From an optimization exercise on the open Yosys and OpenROAD flow, aimed at small area; shortcuts taken in it are not production practice. The RTL was checked by simulation tests, not by an equivalence proof against the original design. Power is estimated from default activity; no workload was simulated. The clock port is modelled as an ideal driver; clocking choices that lean on that would not hold on a real chip.

==> flow/design.v <==
package reg_file_pkg;
    localparam int          RF_XLEN  = 32;
    localparam int          RF_AW    = 5;
    localparam int          RF_NREGS = 2 ** RF_AW;
    localparam int unsigned X0_ADDR  = 0;
endpackage
module rf_scoreboard
#(
    parameter int AW = reg_file_pkg::RF_AW
) (
    input  logic             clk,
    input  logic [2**AW-1:1] i_set,        
    input  logic [2**AW-1:1] i_ld,         
    input  logic [2**AW-1:1] i_sel1,
    input  logic [2**AW-1:1] i_sel2,
    output logic             o_busy1,
    output logic             o_busy2
);
    localparam int NREGS = 2 ** AW;
    logic [NREGS-1:1] r_pending;
    always_ff @(posedge clk) begin
        r_pending <= (r_pending & ~i_ld) | i_set;
    end
    rf_sel31 u_rd1 (.i_sel(i_sel1), .i_dat(r_pending), .o_y(o_busy1));
    rf_sel31 u_rd2 (.i_sel(i_sel2), .i_dat(r_pending), .o_y(o_busy2));
endmodule
module rf_sel31 (
    input  logic [31:1] i_sel,
    input  logic [31:1] i_dat,
    output logic        o_y
);
    logic [10:0] w_n;
    for (genvar g = 0; g < 10; g++) begin : g_aoi
        rf_aoi222 u_aoi (
            .a0(i_sel[3*g+1]), .b0(i_dat[3*g+1]),
            .a1(i_sel[3*g+2]), .b1(i_dat[3*g+2]),
            .a2(i_sel[3*g+3]), .b2(i_dat[3*g+3]),
            .y (w_n[g])
        );
    end
    assign w_n[10] = ~(i_sel[31] & i_dat[31]);
    rf_nand11 u_nand (.a(w_n), .y(o_y));
endmodule
module rf_aoi222 (
    input  logic a0, b0, a1, b1, a2, b2,
    output logic y
);
    assign y = ~((a0 & b0) | (a1 & b1) | (a2 & b2));
endmodule
module rf_nand11 (
    input  logic [10:0] a,
    output logic        y
);
    assign y = ~&a;
endmodule
module rf_and2 (
    input  logic a,
    input  logic b,
    output logic y
);
    assign y = a & b;
endmodule
module rf_wdata #(
    parameter int XLEN = reg_file_pkg::RF_XLEN
) (
    input  logic            rst_n,
    input  logic [XLEN-1:0] i_wd,
    output logic [XLEN-1:0] o_wd
);
    assign o_wd = i_wd & {XLEN{rst_n}};
endmodule
module reg_file
#(
    parameter int XLEN = reg_file_pkg::RF_XLEN,
    parameter int AW   = reg_file_pkg::RF_AW
) (
    input  logic            clk,
    input  logic            rst_n,
    input  logic [AW-1:0]   a1,
    input  logic [AW-1:0]   a2,
    input  logic [AW-1:0]   a3,
    input  logic [XLEN-1:0] wd3,
    input  logic            we3,
    input  logic            sb_set,
    input  logic [AW-1:0]   sb_addr,
    output logic [XLEN-1:0] rd1,
    output logic [XLEN-1:0] rd2,
    output logic            busy1,
    output logic            busy2
);
    localparam int NREGS = 2 ** AW;
    localparam int NSL   = 2;             
    localparam int NSR   = 2;             
    localparam int SWL   = XLEN / NSL;
    localparam int SWR   = XLEN / NSR;
    logic [XLEN-1:0]  r_regs [NREGS-1:1];
    logic [XLEN-1:0]  w_wd;           
    logic [3:0] w_ld_lo, w_set_lo, w_rd1_lo, w_rd2_lo;
    logic [7:0] w_ld_hi, w_set_hi, w_rd1_hi, w_rd2_hi;
    always_comb begin
        for (int j = 0; j < 4; j++) begin
            w_ld_lo[j]  = (we3 && (a3[1:0] == 2'(j))) || !rst_n;
            w_set_lo[j] = sb_set && rst_n && (sb_addr[1:0] == 2'(j));
            w_rd1_lo[j] = rst_n && (a1[1:0] == 2'(j));
            w_rd2_lo[j] = rst_n && (a2[1:0] == 2'(j));
        end
        for (int k = 0; k < 8; k++) begin
            w_ld_hi[k]  = (a3[4:2] == 3'(k)) || !rst_n;
            w_set_hi[k] = sb_addr[4:2] == 3'(k);
            w_rd1_hi[k] = a1[4:2] == 3'(k);
            w_rd2_hi[k] = a2[4:2] == 3'(k);
        end
    end
    logic [NREGS-1:1] w_ld  [NSL];    
    logic [NREGS-1:1] w_sel1[NSR];    
    logic [NREGS-1:1] w_sel2[NSR];
    logic [NREGS-1:1] w_set;          
    for (genvar i = 1; i < NREGS; i++) begin : g_dec
        for (genvar h = 0; h < NSL; h++) begin : g_lds
            rf_and2 u_ld (.a(w_ld_lo[i%4]), .b(w_ld_hi[i/4]), .y(w_ld[h][i]));
        end
        for (genvar h = 0; h < NSR; h++) begin : g_rds
            rf_and2 u_sel1 (.a(w_rd1_lo[i%4]), .b(w_rd1_hi[i/4]), .y(w_sel1[h][i]));
            rf_and2 u_sel2 (.a(w_rd2_lo[i%4]), .b(w_rd2_hi[i/4]), .y(w_sel2[h][i]));
        end
        rf_and2 u_set (.a(w_set_lo[i%4]), .b(w_set_hi[i/4]), .y(w_set[i]));
    end
    rf_wdata #(.XLEN(XLEN)) u_wdata (.rst_n(rst_n), .i_wd(wd3), .o_wd(w_wd));
    for (genvar i = 1; i < NREGS; i++) begin : g_reg
        for (genvar h = 0; h < NSL; h++) begin : g_slice
            always_ff @(posedge clk) begin
                if (w_ld[h][i]) begin
                    r_regs[i][h*SWL +: SWL] <= w_wd[h*SWL +: SWL];
                end
            end
        end
    end
    for (genvar b = 0; b < XLEN; b++) begin : g_bit
        logic [NREGS-1:1] w_col;
        for (genvar i = 1; i < NREGS; i++) begin : g_col
            assign w_col[i] = r_regs[i][b];
        end
        rf_sel31 u_rd1 (.i_sel(w_sel1[b / SWR]), .i_dat(w_col), .o_y(rd1[b]));
        rf_sel31 u_rd2 (.i_sel(w_sel2[b / SWR]), .i_dat(w_col), .o_y(rd2[b]));
    end
    rf_scoreboard #(
        .AW(AW)
    ) u_scoreboard (
        .clk     (clk),
        .i_set   (w_set),
        .i_ld    (w_ld[NSL-1]),
        .i_sel1  (w_sel1[NSR-1]),
        .i_sel2  (w_sel2[NSR-1]),
        .o_busy1 (busy1),
        .o_busy2 (busy2)
    );
endmodule
==> flow/flow/run.sh <==
#!/bin/bash
# Standard ORFS layout with the smallest port buffers and a leaner clock tree
# (no dummy loads, larger sink clusters).
export BUFFER_PORTS_ARGS="-buffer_cell sky130_fd_sc_hd__buf_1"
export CTS_ARGS="-sink_clustering_enable -repair_clock_nets -dont_use_dummy_load -sink_clustering_size 25 -sink_clustering_max_diameter 100"
bash standard.sh > standard.log 2>&1
==> flow/standard.sh <==
#!/bin/bash
# synth_recipe.tcl (not shown) runs the flow's synth.tcl, then flattens the netlist and writes it again
# the make line also repeats each setting of config.mk as NAME=value (left out here)
make -C /OpenROAD-flow-scripts/flow DESIGN_CONFIG=/design/flow/config.mk WORK_HOME=/design/flow/orfs CLKGATE_MAP_FILE= SYNTH_SCRIPT=/design/flow/synth_recipe.tcl "${@:-finish}"
==> flow/config.mk <==
export PLATFORM = sky130hd
export DESIGN_NAME = reg_file
export DESIGN_NICKNAME = reg_file
export VERILOG_FILES = /design/flow/design.v
export SDC_FILE = /design/flow/constraint.sdc
export NUM_CORES = 4
export LEC_CHECK = 0
export CAP_MARGIN = 20
export CORE_MARGIN = 2
export CORE_UTILIZATION = 60
export SLEW_MARGIN = 20
export SYNTH_HIERARCHICAL = 1
export SYNTH_MINIMUM_KEEP_SIZE = 0
==> flow/constraint.sdc <==
create_clock -name core_clock -period 6.0 [get_ports {clk}]
set_input_delay 1.2000 -clock core_clock [delete_from_list [all_inputs] [get_ports {clk}]]
set_output_delay 1.2000 -clock core_clock [all_outputs]
set_load 0.01 [all_outputs]
==> flow_summary.ini, run 1 <==
[clocking]
cts-root-buf = clkbuf_16
htreeDepth = 2
cts_setup_buffers = 0
cts_tree = built
hold_buffers = 0
clock_path_buffers = 3
clk_latency_ns = 0.64
path_clk_slew_ns = 0.11
cts_resized = 0
numCtsBuffers = 46
clock-sinks = 1023

[placement]
dpl.hpwl_um = 84040
place.gp.congestion = 0.8797
port_buffers = 121
dp_slack_ns = 0.5290

[drt]
dr.first_iter.drc_count = 7891
ant_nets = 0
first_pass_iters = 13
via_count = 29680
wl_per_cell_um = 41.08
drt_wl_total_um = 142400
drc_errors = 0
drt-vias-per-instance = 8.562

[setup_path]
arrival_ns = 4.42
critical_path_class = input port to primary output
endpoint_kind = primary output
reg2regPathDepth = 1
worst-endpoint-required_ns = 4.80
timing.rr.end = u_scoreboard.r_pending[7]$_DFF_P_
r2r-start = u_scoreboard.r_pending[7]$_DFF_P_
r2r_setup_slack_ns = 5.37
cp_max_fo = 25
worst_setup_path_start_kind = input port

[synth]
syn_inst = 2392
seq_area_frac_synth_pct = 73.78
synth.cell_area_sq_um = 41210
synth_fp_nets = 2448
syn_avg_cell_area_sq_um = 17.23
yosys_warnings = 13
netlist-cell-type-count = 26
synth_seq_cells = 1023

[floorplanning]
die_area_sq_um = 70800
fp.dieH_um = 266.1
core_area_sq_um = 68350
ios = 122
rows = 96
die_w_um = 266.1
start_util_pct = 60.30

[power_and_ir_drop]
fin_total_pwr_mw = 13.40
p_leak_nw = 13.77
cellPowerDensity_nw_per_um2 = 303.7
peakVddDrop_v = 0.0003098

[run]
cap_violations = 0

[worst_hold_path]
worstHoldPathCells = 1
hold_path.class = flop to flop
worstHoldEndpoint = u_scoreboard.r_pending[11]$_DFF_P_
hold_start = u_scoreboard.r_pending[11]$_DFF_P_

[final_layout]
final_util_pct = 64.57
areaGrowthSynthToFinish_pct = 7.074
layout-drive-gt1-share_pct = 5.159
fillers = 4818
fin_nets = 2636

[global_route]
track_usage_pct = 39.13
grt_pass1_wl_um = 196900
gr-total-overflow = 0
grt_max_degree = 32
antenna_found_initial = 7
grt_pass1_vias = 27830

[timing]
slew-limit-headroom_pct = 17.42
worst_hold_slack_ns = 0.4968
rsz0062_at_grt = no
fin_crit_ns = 5.625
finalHoldViolCount = 0
tns_ns = 0
final-max-slew-violation-count = 0
worst_slew_pin_slew_ns = 1.239
min_period_over_period_pct = 93.74
fin_ws_ns = 0.3753
max_freq_mhz = 177.8
setup_violations = 0
fin_skew_ns = 0

[status]
run_status = complete, no violations
## final cells by class
class                      count  area [sq um]  area share [%]
inverter                      35         131.4          0.2977
antenna                        6         15.01         0.03402
multi-input combinational   1329         10680           24.20
timing repair buffer         145         639.4           1.449
clock buffer                  46          1151           2.609
sequential                  1023         30410           68.91
tap                          882          1104           2.501
## cell usage after synthesis
cell type | n | area (sq um)
o31ai_2 | 1 | 12.51
nand2_2 | 1 | 6.260
o21ai_0 | 10 | 50.05
nor3b_2 | 2 | 25.02
o31ai_1 | 1 | 7.510
inv_1 | 35 | 131.4
buf_6 | 1 | 11.26
and3b_1 | 9 | 78.83
nand4_1 | 132 | 825.8
nand2_1 | 72 | 270.3
a21o_1 | 31 | 232.7
and2_2 | 32 | 240.2
and2_1 | 217 | 1358
nand3_2 | 1 | 10.01
and3_1 | 5 | 31.28
nor3_1 | 3 | 15.01
nand2b_1 | 3 | 18.77
a222oi_1 | 660 | 6606
dfxtp_1 | 31 | 620.6
clkbuf_2 | 4 | 20.02
nor3b_1 | 9 | 67.56
nor2_1 | 6 | 22.52
or3_1 | 66 | 412.9
edfxtp_1 | 992 | 29790
nand3_1 | 66 | 330.3
nor3_2 | 2 | 20.02
## metrics by stage
stage / cell area, sq um / std cells
detailed placement: 42920 / 3413
global route: 44110 / 3460
global placement: 42910 / 3413
floorplan: 41210 / 2392
finish: 44130 / 3466
CTS: 44070 / 3459
## logic make-up after synthesis
logic type             synth area share, %
AO/OA/AOI/OAI                        16.76
buffers and inverters               0.3947
flip-flops                           73.78
AND/OR/NAND/NOR                      9.056
## how the worst max path moves through the flow
stage / from / end / slack [ns] / cells after the start
global placement: a2[2] / rd2[19] / 0.54 / 7
CTS: a1[2] / rd1[18] / 0.51 / 7
finish: rst_n / rd2[18] / 0.38 / 8
detailed placement: a1[2] / rd1[18] / 0.53 / 7
floorplan: rst_n / busy1 / 2.09 / 6
global route: a2[1] / rd2[19] / 0.39 / 9
## critical path, stage by stage
cell and delay [ns]:
clkbuf_2 0.15, buf_4 0.28, and3_1 0.71, and2_1 0.97, a222oi_1 0.31, nand4_1 0.30, or3_1 0.29, buf_1 0.20
## registers in the layout, summed over array words and instances, names as in the netlist
| name | cells |
|---|---|
| r_regs | 992 |
| u_scoreboard.r_pending | 31 |
## layout by cell type (no fill, tap or decap), drive strengths merged
cell / Yosys / final
and2: 249 / 249
o31ai: 2 / 2
nor3b: 11 / 11
o21ai: 10 / 10
or3: 66 / 66
and3b: 9 / 9
diode: 0 / 6
nand2: 73 / 73
edfxtp: 992 / 992
nand2b: 3 / 3
buf: 1 / 144
dfxtp: 31 / 31
nor3: 5 / 5
nand3: 67 / 67
clkbuf: 4 / 47
inv: 35 / 35
nor2: 6 / 6
nand4: 132 / 132
a21o: 31 / 31
a222oi: 660 / 660
and3: 5 / 5
## modules after synthesis (local to each module, per instance), a selection
module,flops+latches,cells,area [sq um],copies in the design
rf_sel31,0,1,3.754,66
rf_nand11,0,4,23.77,66
rf_aoi222,0,1,10.01,660
rf_and2,0,1,6.256,217
reg_file,992,1057,30210,1
## layer usage
| metal | track usage [%] | wire length, um | part of all wire, % |
|---|---|---|---|
| met2 | 60.98 | 64580 | 45 |
| met3 | 7.930 | 20070 | 14 |
| met5 | 0 | 57 | 0.040 |
| met1 | 52.20 | 48320 | 34 |
| met4 | 21.64 | 9347 | 6.6 |
## report_power, final
| part | switching, mW | internal (mW) | leakage (nW) |
|---|---|---|---|
| clock | 2.08 | 1.38 | 0.567 |
| sequential | 0.328 | 8.58 | 9.14 |
| combinational | 0.802 | 0.231 | 4.06 |
| total | 3.21 | 10.2 | 13.8 |
==> inputs of run 2 (changes only) <==
==> flow/flow/run.sh (replaced) <==
#!/bin/bash
# Standard ORFS layout with the smallest port buffers and a leaner clock tree
# (no dummy loads, larger sink clusters).
export BUFFER_PORTS_ARGS="-buffer_cell sky130_fd_sc_hd__buf_1"
export CTS_ARGS="-sink_clustering_enable -repair_clock_nets -dont_use_dummy_load -sink_clustering_size 30 -sink_clustering_max_diameter 100"
bash standard.sh > standard.log 2>&1
==> run 2 against run 1 <==
  * Critical path depth down 1
  * Clock skew stayed put
  * Non-clock buffer count increased by 1
  * Flip-flop and latch count stayed put
  * Hold slack is essentially flat
  * Clock power shrank 5%
  * Combinational power hardly changed
  * Sequential power hardly changed
  * First-iteration DRC count down 0.44%
  * Sequential share of layout area is 0.19 points higher
  * Area after synthesis unchanged
  * Critical endpoint is now rd1[18]
  * Largest power group unchanged
  * Highest routed layer unchanged
==> flow_summary.ini, run 2 <==
[status]
run_status = complete, no violations

[synth]
synth_most_common_cell = edfxtp_1
synth_ff_type = edfxtp_1
seq_area_frac_synth_pct = 73.78
async_flop_share_pct = 0
synth_fp_nets = 2448
synth_seq_cells = 1023
syn_avg_cell_area_sq_um = 17.23
synthMuxAreaShare_pct = 0
synth-simple-area-share_pct = 9.056
netlist-cell-type-count = 26
synthTopCellsByCount = edfxtp_1, a222oi_1, and2_1, nand4_1, nand2_1
synth_edf_count = 992
synth_top_family_by_area = compound AO/OA/AOI/OAI gates
netlist_top_cells_area = edfxtp_1, a222oi_1, and2_1, nand4_1, dfxtp_1
synthAdderAreaFrac_pct = 0
synth_area_leader_cell = edfxtp_1
yosys_warnings = 13
synth_top_area_share_pct = 72.28
yosys.area_share.xor_xnor_pct = 0
synth_compound_area_share_pct = 16.76
synth.cell_area_sq_um = 41210
syn_inst = 2392

[timing]
final-max-slew-violation-count = 0
slew-limit-headroom_pct = 16.51
rsz0062_at_grt = no
tns_ns = 0
worst_hold_slack_ns = 0.4973
max_freq_mhz = 175.1
setup_violations = 0
finalHoldViolCount = 0
fin_ws_ns = 0.2905
min_period_over_period_pct = 95.16
fin_crit_ns = 5.709
worst_slew_pin_slew_ns = 1.252
fin_skew_ns = 0

[setup_path]
r2r-start = u_scoreboard.r_pending[7]$_DFF_P_
critical_path_class = input port to primary output
r2r_setup_slack_ns = 5.36
arrival_ns = 4.51
worst-endpoint-required_ns = 4.80
timing.rr.end = u_scoreboard.r_pending[7]$_DFF_P_
crit_start = rst_n
critical_path.endpoint = rd1[18]
cp_max_fo = 17
reg2regPathDepth = 1
worst_setup_path_start_kind = input port
endpoint_kind = primary output

[power_and_ir_drop]
sw_frac_of_total_pct = 24.13
p_sw_mw = 3.188
p_comb_share_pct = 7.8
fin_total_pwr_mw = 13.21
seqPwrFrac_pct = 67.4
pwr-share-clk_pct = 24.7
peakVddDrop_v = 0.0003415
p_leak_nw = 13.71
p_int_mw = 10.02
cellPowerDensity_nw_per_um2 = 300.2

[clocking]
cts_setup_buffers = 0
cts-root-buf = clkbuf_16
hold_buffers = 0
clock-sinks = 1023
cts_tree = built
cts_resized = 0
htreeDepth = 2
clk_latency_ns = 0.63
numCtsBuffers = 40
path_clk_slew_ns = 0.10
clock_path_buffers = 3

[final_layout]
areaGrowthSynthToFinish_pct = 6.776
final_util_pct = 64.39
layout-drive-gt1-share_pct = 4.975
top_regs = r_regs (992), u_scoreboard.r_pending (31)
instances_no_fill = 3462
largest_reg_flops = 992
final_common_cell = edfxtp_1
final_cell_mix = edfxtp_1, a222oi_1, and2_1
fin_nets = 2631
regMostFlops = r_regs
final_cell_area_sq_um = 44010

[run]
cap_violations = 0

[drt]
first_pass_iters = 14
drt-vias-per-instance = 8.598
drc_errors = 0
drt_wl_total_um = 142300
ant_nets = 0
via_count = 29770
dr.first_iter.drc_count = 7856
wl_per_cell_um = 41.09

[floorplanning]
die_area_sq_um = 70800
die_w_um = 266.1
fp.dieH_um = 266.1
ios = 122
rows = 96
core_area_sq_um = 68350
start_util_pct = 60.30

[placement]
dpl.hpwl_um = 84040
dp.cells = 3413
place_area_sq_um = 42920
place.gp.congestion = 0.8797
port_buffers = 121
dp_slack_ns = 0.5290

[global_route]
gr-total-overflow = 0
grt_max_degree = 32
grt_pass1_wl_um = 196600
track_usage_pct = 39.16
grt_pass1_vias = 27760
antenna_found_initial = 8

[worst_hold_path]
hold_path.class = flop to flop
==> run 2: Yosys stat by module (local to each module, per instance), excerpt <==
module	cells	copies in the design
rf_nand11	4	66
rf_sel31	1	66
reg_file	1057	1
rf_and2	1	217
rf_aoi222	1	660
==> run 2: power by group through the flow <==
stage	Sequential (mW)	Combinational, mW	Clock (mW)
6_report	8.91	1.04	3.27
5_1_grt	8.97	1.05	3.50
4_1_cts	8.89	0.992	3.27
3_5_place_dp	9.05	0.990	0
3_3_place_gp	9.00	0.973	0
2_1_floorplan	8.94	0.500	0
==> run 2: final cells by class <==
class / instances / area, sq um
Multi-Input combinational cell: 1329 / 10690
Tap cell: 882 / 1104
Antenna cell: 7 / 17.52
Inverter: 35 / 131.4
Clock buffer: 40 / 1001
Sequential cell: 1023 / 30410
Fill cell: 4823 / 24340
Timing Repair Buffer: 146 / 658.1
==> run 2: logic make-up (layout without fill, tap and decap cells) <==
kind of cell	after synthesis	in the layout
buffers and inverters	40	221
AO/OA/AOI/OAI	703	703
AND/OR/NAND/NOR	626	626
flip-flops	1023	1023
other	0	7
==> run 2: routing by layer <==
metal  vias to the layer above  GRT usage, %  routed length, um
met1                     14770         52.51              48510
met5                         -             0                 57
met3                       471         7.819              19650
li1                      11670             -                  -
met4                        10         22.38              10110
met2                      2854         60.46              63940
==> run 2: how the worst min path moves through the flow <==
stage                                                     to  depth (start not counted)                               start  slack [ns]
after CTS                 u_scoreboard.r_pending[19]$_DFF_P_                          1  u_scoreboard.r_pending[19]$_DFF_P_        0.49
after global placement    u_scoreboard.r_pending[16]$_DFF_P_                          1  u_scoreboard.r_pending[16]$_DFF_P_        0.46
after detailed placement   u_scoreboard.r_pending[1]$_DFF_P_                          1   u_scoreboard.r_pending[1]$_DFF_P_        0.47
after global routing      u_scoreboard.r_pending[11]$_DFF_P_                          1  u_scoreboard.r_pending[11]$_DFF_P_        0.51
after floorplan           u_scoreboard.r_pending[13]$_DFF_P_                          1  u_scoreboard.r_pending[13]$_DFF_P_        0.45
final                     u_scoreboard.r_pending[11]$_DFF_P_                          1  u_scoreboard.r_pending[11]$_DFF_P_        0.50
==> run 2: critical path: stages <==
cell and delay, ns:
clkbuf_2 0.14, nor3b_2 0.96, and2_1 1.02, a222oi_1 0.32, nand4_1 0.36, or3_1 0.30
buf_1 0.19
==> inputs of run 3 (changes only) <==
--- a/flow/design.v
+++ b/flow/design.v
@@ -10,6 +10,8 @@
 ) (
     input  logic             clk,
-    input  logic [2**AW-1:1] i_set,        
-    input  logic [2**AW-1:1] i_ld,         
+    input  logic [3:0]       i_set_lo,     
+    input  logic [7:0]       i_set_hi,     
+    input  logic [3:0]       i_ld_lo,      
+    input  logic [7:0]       i_ld_hi,      
     input  logic [2**AW-1:1] i_sel1,
     input  logic [2**AW-1:1] i_sel2,
@@ -20,5 +22,8 @@
     logic [NREGS-1:1] r_pending;
     always_ff @(posedge clk) begin
-        r_pending <= (r_pending & ~i_ld) | i_set;
+        for (int i = 1; i < NREGS; i++) begin
+            r_pending[i] <= (r_pending[i] && !(i_ld_lo[i%4] && i_ld_hi[i/4]))
+                         || (i_set_lo[i%4] && i_set_hi[i/4]);
+        end
     end
     rf_sel31 u_rd1 (.i_sel(i_sel1), .i_dat(r_pending), .o_y(o_busy1));
@@ -115,5 +120,4 @@
     logic [NREGS-1:1] w_sel1[NSR];    
     logic [NREGS-1:1] w_sel2[NSR];
-    logic [NREGS-1:1] w_set;          
     for (genvar i = 1; i < NREGS; i++) begin : g_dec
         for (genvar h = 0; h < NSL; h++) begin : g_lds
@@ -124,5 +128,4 @@
             rf_and2 u_sel2 (.a(w_rd2_lo[i%4]), .b(w_rd2_hi[i/4]), .y(w_sel2[h][i]));
         end
-        rf_and2 u_set (.a(w_set_lo[i%4]), .b(w_set_hi[i/4]), .y(w_set[i]));
     end
     rf_wdata #(.XLEN(XLEN)) u_wdata (.rst_n(rst_n), .i_wd(wd3), .o_wd(w_wd));
@@ -148,6 +151,8 @@
     ) u_scoreboard (
         .clk     (clk),
-        .i_set   (w_set),
-        .i_ld    (w_ld[NSL-1]),
+        .i_set_lo(w_set_lo),
+        .i_set_hi(w_set_hi),
+        .i_ld_lo (w_ld_lo),
+        .i_ld_hi (w_ld_hi),
         .i_sel1  (w_sel1[NSR-1]),
         .i_sel2  (w_sel2[NSR-1]),
--- a/flow/config.mk
+++ b/flow/config.mk
@@ -9,4 +9,5 @@
 export CORE_MARGIN = 2
 export CORE_UTILIZATION = 60
+export SETUP_SLACK_MARGIN = 0.3
 export SLEW_MARGIN = 20
 export SYNTH_HIERARCHICAL = 1
==> run 3 against run 2 <==
  * Synthesized cell count down 1.0%
  * Cell count fell by 0.84%
  * Still clean
  * Die area is 0.28% lower
  * Critical path depth is the same
  * Hold slack improved by 0.022 ns
  * Sequential share of layout area rose by 0.12 points
  * Clock power is 1% lower
  * Register-to-register slack worse by 0.03 ns
  * Routed wire length decreased by 2.0%
==> flow_summary.ini, run 3 <==
[synth]
netlist-cell-type-count = 28
syn_inst = 2367
synth_compound_area_share_pct = 16.91
synthTopCellsByCount = edfxtp_1, a222oi_1, and2_1, nand4_1, nand2_1
synth_fp_nets = 2423
seq_area_frac_synth_pct = 74.00
synth-simple-area-share_pct = 8.893
async_flop_share_pct = 0
synth_edf_count = 992
synth_top_area_share_pct = 72.49
netlist_top_cells_area = edfxtp_1, a222oi_1, and2_1, nand4_1, dfxtp_1
syn_avg_cell_area_sq_um = 17.36
synth_ff_type = edfxtp_1
synth_area_leader_cell = edfxtp_1
yosys_warnings = 13
synthAdderAreaFrac_pct = 0
yosys.area_share.xor_xnor_pct = 0
synth_most_common_cell = edfxtp_1
synth.cell_area_sq_um = 41100
synth_top_family_by_area = compound AO/OA/AOI/OAI gates
synth_seq_cells = 1023
synthMuxAreaShare_pct = 0

[global_route]
gr-total-overflow = 0
grt_max_degree = 32
grt_pass1_wl_um = 195000
antenna_found_initial = 17
track_usage_pct = 38.70
grt_pass1_vias = 27870

[setup_path]
arrival_ns = 4.45
r2r_setup_slack_ns = 5.33
endpoint_kind = primary output
r2r-start = u_scoreboard.r_pending[5]$_DFF_P_
timing.rr.end = u_scoreboard.r_pending[5]$_DFF_P_
critical_path_class = input port to primary output
cpPeakStageDelay_ns = 0.61
worst_setup_path_start_kind = input port
worst-endpoint-required_ns = 4.80
crit_slowest_cell = and2_1
crit_top_cell = buf_1
path_cells = buf_1 -> and3b_1 -> and2_1 -> a222oi_1 -> nand4_1 -> or3_1 -> buf_1
cp_max_fo = 16
reg2regPathDepth = 1

[clocking]
clock-sinks = 1023
htreeDepth = 2
cts_setup_buffers = 0
hold_buffers = 0
numCtsBuffers = 40
cts-root-buf = clkbuf_16
cts_tree = built
path_clk_slew_ns = 0.10
clock_path_buffers = 3
clk_latency_ns = 0.61

[power_and_ir_drop]
seqPwrFrac_pct = 67.7
sw_frac_of_total_pct = 23.91
cellPowerDensity_nw_per_um2 = 299.9
fin_total_pwr_mw = 13.18
p_sw_mw = 3.150
p_int_mw = 10.03
pwr-share-clk_pct = 24.5
p_leak_nw = 13.40
p_comb_share_pct = 7.8
peakVddDrop_v = 0.0002446

[floorplanning]
die_area_sq_um = 70600
die_w_um = 265.7
core_area_sq_um = 67510
ios = 122
rows = 95
start_util_pct = 60.87
fp.dieH_um = 265.7

[placement]
place_area_sq_um = 42840
dpl.hpwl_um = 83700
port_buffers = 121
place.gp.congestion = 0.9526
dp_slack_ns = 0.4309

[drt]
via_count = 29480
ant_nets = 0
drt_wl_total_um = 139400
drt-vias-per-instance = 8.588
wl_per_cell_um = 40.61
drc_errors = 0
first_pass_iters = 14
dr.first_iter.drc_count = 7832

[run]
cap_violations = 0

[final_layout]
final_cell_mix = edfxtp_1, a222oi_1, and2_1
layout-drive-gt1-share_pct = 4.900
fin_nets = 2609
areaGrowthSynthToFinish_pct = 6.890
top_regs = r_regs (992), u_scoreboard.r_pending (31)
final_cell_area_sq_um = 43930
regMostFlops = r_regs
fillers = 4750
final_common_cell = edfxtp_1
largest_reg_flops = 992

[timing]
slew-limit-headroom_pct = 18.74
worst_slew_pin_slew_ns = 1.219
tns_ns = 0
fin_crit_ns = 5.650
fin_ws_ns = 0.3502
max_freq_mhz = 177.0
final-max-slew-violation-count = 0
fin_skew_ns = 0
setup_violations = 0
rsz0062_at_grt = no
min_period_over_period_pct = 94.16
finalHoldViolCount = 0

[status]
run_status = complete, no violations

[worst_hold_path]
hold_start = u_scoreboard.r_pending[31]$_DFF_P_
hold_path.class = flop to flop
worstHoldPathCells = 1
worstHoldEndpoint = u_scoreboard.r_pending[31]$_DFF_P_
## run 3: what timing repair did
item                       in CTS  in global routing
hold endpoints to repair        0                  0
setup endpoints to repair       0                 19
gates resized for setup         0                  1
## run 3: cell type report
class	count	area, sq um	share of cell area (%)
clock buffer	40	1001	2.279
tap	873	1092	2.487
multi-input combinational	1329	10660	24.26
timing repair buffer	155	730.7	1.663
sequential	1023	30410	69.23
antenna	9	22.52	0.05127
inverter	4	15.01	0.03418
## run 3: through the flow
stage	utilization, %	cells	hold WS, ns
floorplan	-	2367	0.4597
global placement	63.45	3383	0.4850
detailed placement	63.45	3383	0.4894
CTS	64.94	3423	0.5179
global route	65.03	3425	0.5361
finish	65.06	3433	0.5194
## run 3: power by group through the flow
stage / clock, mW / sequential, mW / combinational (mW)
2_1_floorplan: 0 / 8.94 / 0.506
4_1_cts: 3.25 / 8.89 / 0.984
6_report: 3.23 / 8.91 / 1.03
3_3_place_gp: 0 / 9.01 / 0.963
5_1_grt: 3.45 / 8.98 / 1.06
3_5_place_dp: 0 / 9.06 / 0.982
## run 3: critical path, delay by kind of cell
kind	cells	cell delay (ns)
and+or+nand+nor	4	2.20
AOI/OAI and AO/OA	1	0.57
buffers and inverters	2	0.46
## run 3: how the worst max path moves through the flow
| stage | slack (ns) | startpoint | cells past startpoint | to |
|---|---|---|---|---|
| 2_1_floorplan | 2.09 | rst_n | 6 | busy1 |
| 3_3_place_gp | 0.54 | rst_n | 8 | rd2[19] |
| 3_5_place_dp | 0.43 | rst_n | 8 | rd2[16] |
| 4_1_cts | 0.43 | rst_n | 8 | rd2[16] |
| 5_1_grt | 0.34 | rst_n | 8 | rd2[16] |
| 6_report | 0.35 | a2[1] | 7 | rd2[14] |
## run 3: cells by family (layout without fill, tap and decap cells)
| logic type | count (synthesis) | in the layout |
|---|---|---|
| other | 0 | 9 |
| flip-flops | 1023 | 1023 |
| AND/OR/NAND/NOR | 626 | 626 |
| AO/OA/AOI/OAI | 703 | 703 |
| buffers and inverters | 15 | 199 |
## run 3: layer usage
metal  global-route usage, %  vias up  routed length (um)
li1                        -    11660                   -
met1                   50.63    14430               45940
met2                   60.12     2903               62680
met3                   9.205      469               20800
met4                   21.96       22                9832
met5                       0        -                 152
## run 3: Yosys stat by module (local to each module, per instance), a selection
module | area [sq um] | flip-flops and latches | cells inside | copies in the design
rf_aoi222 | 10.01 | 0 | 1 | 660
rf_and2 | 6.256 | 0 | 1 | 186
rf_nand11 | 23.77 | 0 | 4 | 66
reg_file | 30210 | 992 | 1057 | 1
rf_sel31 | 3.754 | 0 | 1 | 66

-- port drivers added, routing unchanged --
No port has a modelled driver above. Below, the same layouts with a new extraction and two added sets of constraints.
Step 1: set_driving_cell puts a clkbuf_16 on clk and a buf_2 on each other input, an assumption about the parent block.
Step 2, shift: input delay + t, output delay - t, t = (earliest + latest rising clock arrival at the registers) / 2. This alone moves slack from input paths to output paths.
Three values: no drivers, after step 1, after step 2; two values: the first two.
run	t, ns	setup WS [ns]	clock arrival spread, ns	slew at the worst register clock pin (ns)	worst data-port slew with drivers (ns)
run 1	0.684	0.375 / 0.262 / 0.262	0.055 / 0.054	0.11 / 0.11	0.11
run 2	0.693	0.291 / 0.183 / 0.183	0.024 / 0.024	0.12 / 0.12	0.11
run 3	0.677	0.350 / 0.223 / 0.223	0.036 / 0.036	0.12 / 0.12	0.17
After both steps every run listed still meets setup and hold. The setup slack of run 3, which loses most, moves by -0.127 ns with the drivers and by -0.127 ns with both steps.
